This is an optimization exercise on Yosys and OpenROAD, whose aim is small area, a short achievable clock period and few clock cycles, not a production implementation.
The RTL was checked by simulation tests, not by an equivalence proof against the original design.

## run 1
Design mm_sys_top, start of the top module:
module mm_sys_top (
  input  wire                          arm_clk,
  input  wire                          rst,
  input  wire                          job_valid,
  input  wire [3:0]                    job_m,
  input  wire [3:0]                    job_n,
  input  wire [3:0]                    job_p,
  input  wire                          data_valid,
  input  wire [31:0]                   data_word,
  output logic                         result_valid,
  output logic [31:0]                  result_data,
  output logic                         busy,
  output logic                         done
);
==> flow/config.mk <==
export PLATFORM = sky130hd
export DESIGN_NAME = mm_sys_top
export DESIGN_NICKNAME = mm_sys_top
export VERILOG_FILES = /design/flow/design.v
export SDC_FILE = /design/flow/constraint.sdc
export NUM_CORES = 4
export LEC_CHECK = 0
export ABC_CLOCK_PERIOD_IN_PS = 3000
export CAP_MARGIN = 20
export CELL_PAD_IN_SITES_DETAIL_PLACEMENT = 1
export CORE_MARGIN = 2
export CORE_UTILIZATION = 30
export CTS_CLUSTER_DIAMETER = 190
export CTS_CLUSTER_SIZE = 28
export PLACE_DENSITY = 0.4
export SLEW_MARGIN = 20
export SYNTH_MEMORY_MAX_BITS = 16384
export SETUP_SLACK_MARGIN = 6.3
==> flow/constraint.sdc <==
create_clock -name core_clock -period 10.0 [get_ports {arm_clk}]
set_input_delay 2.0000 -clock core_clock [delete_from_list [all_inputs] [get_ports {arm_clk}]]
set_output_delay 2.0000 -clock core_clock [all_outputs]
set_load 0.01 [all_outputs]
standard.sh (not shown) runs the stock make flow with config.mk's settings and CLKGATE_MAP_FILE= SYNTH_SCRIPT=/design/flow/synth_recipe.tcl, a recipe that flattens the netlist after the stock synthesis.
==> flow/flow/run.sh <==
#!/bin/bash
set -e
echo "export SETUP_SLACK_MARGIN = 6.3" >> config.mk
bash standard.sh > standard.log 2>&1
Testbench counts of run 1, summed over its fixed seeds: cycles 5,136.
The following lists how run 2 was set up differently from run 1:
- swapping 190 for 180 in CTS_CLUSTER_DIAMETER
- swapping 28 for 25 in CTS_CLUSTER_SIZE
- swapping 6.3 for 6.4 in SETUP_SLACK_MARGIN
==> flow/flow/run.sh <==
#!/bin/bash
set -e
echo "export SETUP_SLACK_MARGIN = 6.4" >> config.mk
bash standard.sh > standard.log 2>&1
Notes after the runs:
Diff run 1 -> run 2: number of stages on the worst setup path rose 1; clock period minus worst slack fell 0.040 ns; headroom to the max-slew limit about even.
#### Input delta (run 3 over run 2)
- SETUP_SLACK_MARGIN now 6.3, was 6.4
==> flow/flow/run.sh <==
#!/bin/bash
set -e
echo "export SETUP_SLACK_MARGIN = 6.3" >> config.mk
bash standard.sh > standard.log 2>&1
--- outcome ---
Run 3 reached the end of the flow, and the finished layout is clean on the timing, design-rule and antenna checks. Layout-stage area growth over the synthesis result in run 3 is 0.57 points lower than in run 2. Comparing run 3 with run 2, the multi-input combinational cell count came out essentially unchanged. Taking run 2 as the reference, in run 3 maximum frequency now sits at about the same level; number of DRC markers in iteration 0 now sits higher; post-CTS setup buffer count dropped 2; final design area excluding fillers decreased by 0.52% relative to the old numbers.

========
mm_sys_top, a different RTL version from the one above (not shown whole).
Size in the first run: ~5000 cells after synthesis, roughly 1300 flip-flops.
Design mm_sys_top, start of the top module:
module mm_sys_top (
  input  wire                          arm_clk,
  input  wire                          rst,
  input  wire                          job_valid,
  input  wire [3:0]                    job_m,
  input  wire [3:0]                    job_n,
  input  wire [3:0]                    job_p,
  input  wire                          data_valid,
  input  wire [31:0]                   data_word,
  output logic                         result_valid,
  output logic [31:0]                  result_data,
  output logic                         busy,
  output logic                         done
);
Settings: LEC_CHECK=0, ABC_AREA=1, ABC_CLOCK_PERIOD_IN_PS=3000, CAP_MARGIN=20, CELL_PAD_IN_SITES_DETAIL_PLACEMENT=1, CORE_MARGIN=2, CORE_UTILIZATION=30, CTS_CLUSTER_DIAMETER=150, CTS_CLUSTER_SIZE=20, PLACE_DENSITY=0.4, SLEW_MARGIN=20, SYNTH_MEMORY_MAX_BITS=16384, SETUP_SLACK_MARGIN=6.3; clock period 10.0 ns.
==> flow/flow/run.sh <==
#!/bin/bash
set -e
echo "export SETUP_SLACK_MARGIN = 6.3" >> config.mk
bash standard.sh > standard.log 2>&1
The starting point passed the timing, design-rule and antenna checks.
Testbench counts at the start, summed over its fixed seeds: cycles 5,136.
Change:
ABC_AREA = unset   (was 1)
The changed run produced a clean layout.
Flip-flop and latch count is unchanged.
Final cell count is lower by about a fifth.
Routed wire length is lower by a few percent.
First-iteration DRC count is lower slightly.

========
== P ==
Another version of the RTL of mm_sys_top (not shown whole).
Size: ~3900 cells after synthesis, roughly 83 I/O pins, about 0.059 mm² of cells after synthesis.
clock: 10.0 ns
lec_check: 0
abc_clock_period_in_ps: 3000
cap_margin: 20
cell_pad_in_sites_detail_placement: 1
core_margin: 2
core_utilization: 30
place_density: 0.4
slew_margin: 20
synth_memory_max_bits: 16384
setup_slack_margin: 6.3
Scripts as last shown in full above: flow/flow/run.sh
Testbench counts of P, summed over its fixed seeds: cycles 5,136.
> inputs changed (P -> Q)
Settings: changing PLACE_DENSITY from 0.4 to 0.7; setting CTS_CLUSTER_DIAMETER to 80 for the first time; changing CORE_UTILIZATION from 30 to 60; setting CTS_CLUSTER_SIZE to 20 for the first time.
--- outcome ---
- Against P, the final cell area of Q is lower.
- Worst setup slack after layout on Q is behind P.
- Going from P to Q, largest net degree at the start of global routing shrank by a few percent.
- On Q: routability congestion estimate is 11% higher than what P gave.
Edits applied to the flow inputs when going from Q to R:
Settings: CTS_CLUSTER_SIZE: 20 -> 30; PLACE_DENSITY: 0.7 -> 0.4; CORE_UTILIZATION: 60 -> 30; CTS_CLUSTER_DIAMETER: 80 -> unset.
### Flow results
R closes out successfully: all stages finished, all timing, DRC and antenna checks passed.
R vs. Q: final instance area went up 0.0037 mm²; vias after detailed routing went down about 11%; total met3 wirelength after detailed routing went down 14000 µm.
Share of the clock period used by the worst path: R vs Q down 1.6 points
R has more setup slack than Q.
Of R and Q, the lower cell count belongs to Q.
R vs Q on first-pass GRT wire length: R is the lower one.
Mean routed wirelength per cell ended up 26% lower on R than on Q.
The inputs of S differ from those of R as listed below.
Settings: removing CTS_CLUSTER_SIZE (formerly 30); changing CORE_UTILIZATION from 30 to 60; changing PLACE_DENSITY from 0.4 to 0.7.
==> notes.md <==
- S finished all stages; the layout is clean.
- Actual slew at the worst max-slew pin in S is 0.089 ns above R.
- Diff R -> S | detail-routed net length per standard cell | increase of 14 µm
- Maximum clock frequency: lower on S

## what the ideal ports hide
The flow's constraints put no driver on any port. The routed layouts listed below were extracted and timed again, unchanged, in two steps.
Step 1 (the two cells are an assumption about what drives the block):
set clk [get_ports {arm_clk}]
set_driving_cell -lib_cell sky130_fd_sc_hd__clkbuf_16 $clk
set_driving_cell -lib_cell sky130_fd_sc_hd__buf_2 [delete_from_list [all_inputs] $clk]
Step 2 also shifts input and output timing later by t, the mid clock arrival at the registers, as if the neighbouring blocks saw the same clock.
Slacks: no drivers / after step 1 / after step 2; pairs: no drivers / after step 1.
run | t, ns | slack for setup (ns) | worst register clock-pin slew, ns | worst data-port slew with drivers (ns)
run 1 | 0.774 | 6.277 / 6.244 / 5.524 | 0.12 / 0.12 | 0.06
run 2 | 0.804 | 6.317 / 6.234 / 5.543 | 0.11 / 0.11 | 0.07
run 3 | 0.803 | 6.319 / 6.232 / 5.556 | 0.11 / 0.11 | 0.06
the first run of note 2 | 0.793 | 6.341 / 6.292 / 5.599 | 0.09 / 0.09 | 0.09
the second run of note 2 | 0.786 | 6.267 / 6.267 / 5.617 | 0.09 / 0.09 | 0.23
P | 0.841 | 6.352 / 6.315 / 5.607 | 0.07 / 0.07 | 0.08
Q | 0.767 | 6.188 / 6.188 / 5.546 | 0.10 / 0.10 | 0.05
R | 0.841 | 6.352 / 6.315 / 5.607 | 0.07 / 0.07 | 0.08
S | 0.850 | 5.921 / 5.921 / 5.413 | 0.10 / 0.10 | 0.07
After both steps every run listed still meets setup and hold. For run 2, which loses most, drivers alone change the setup slack by -0.083 ns; drivers and shift together by -0.774 ns.
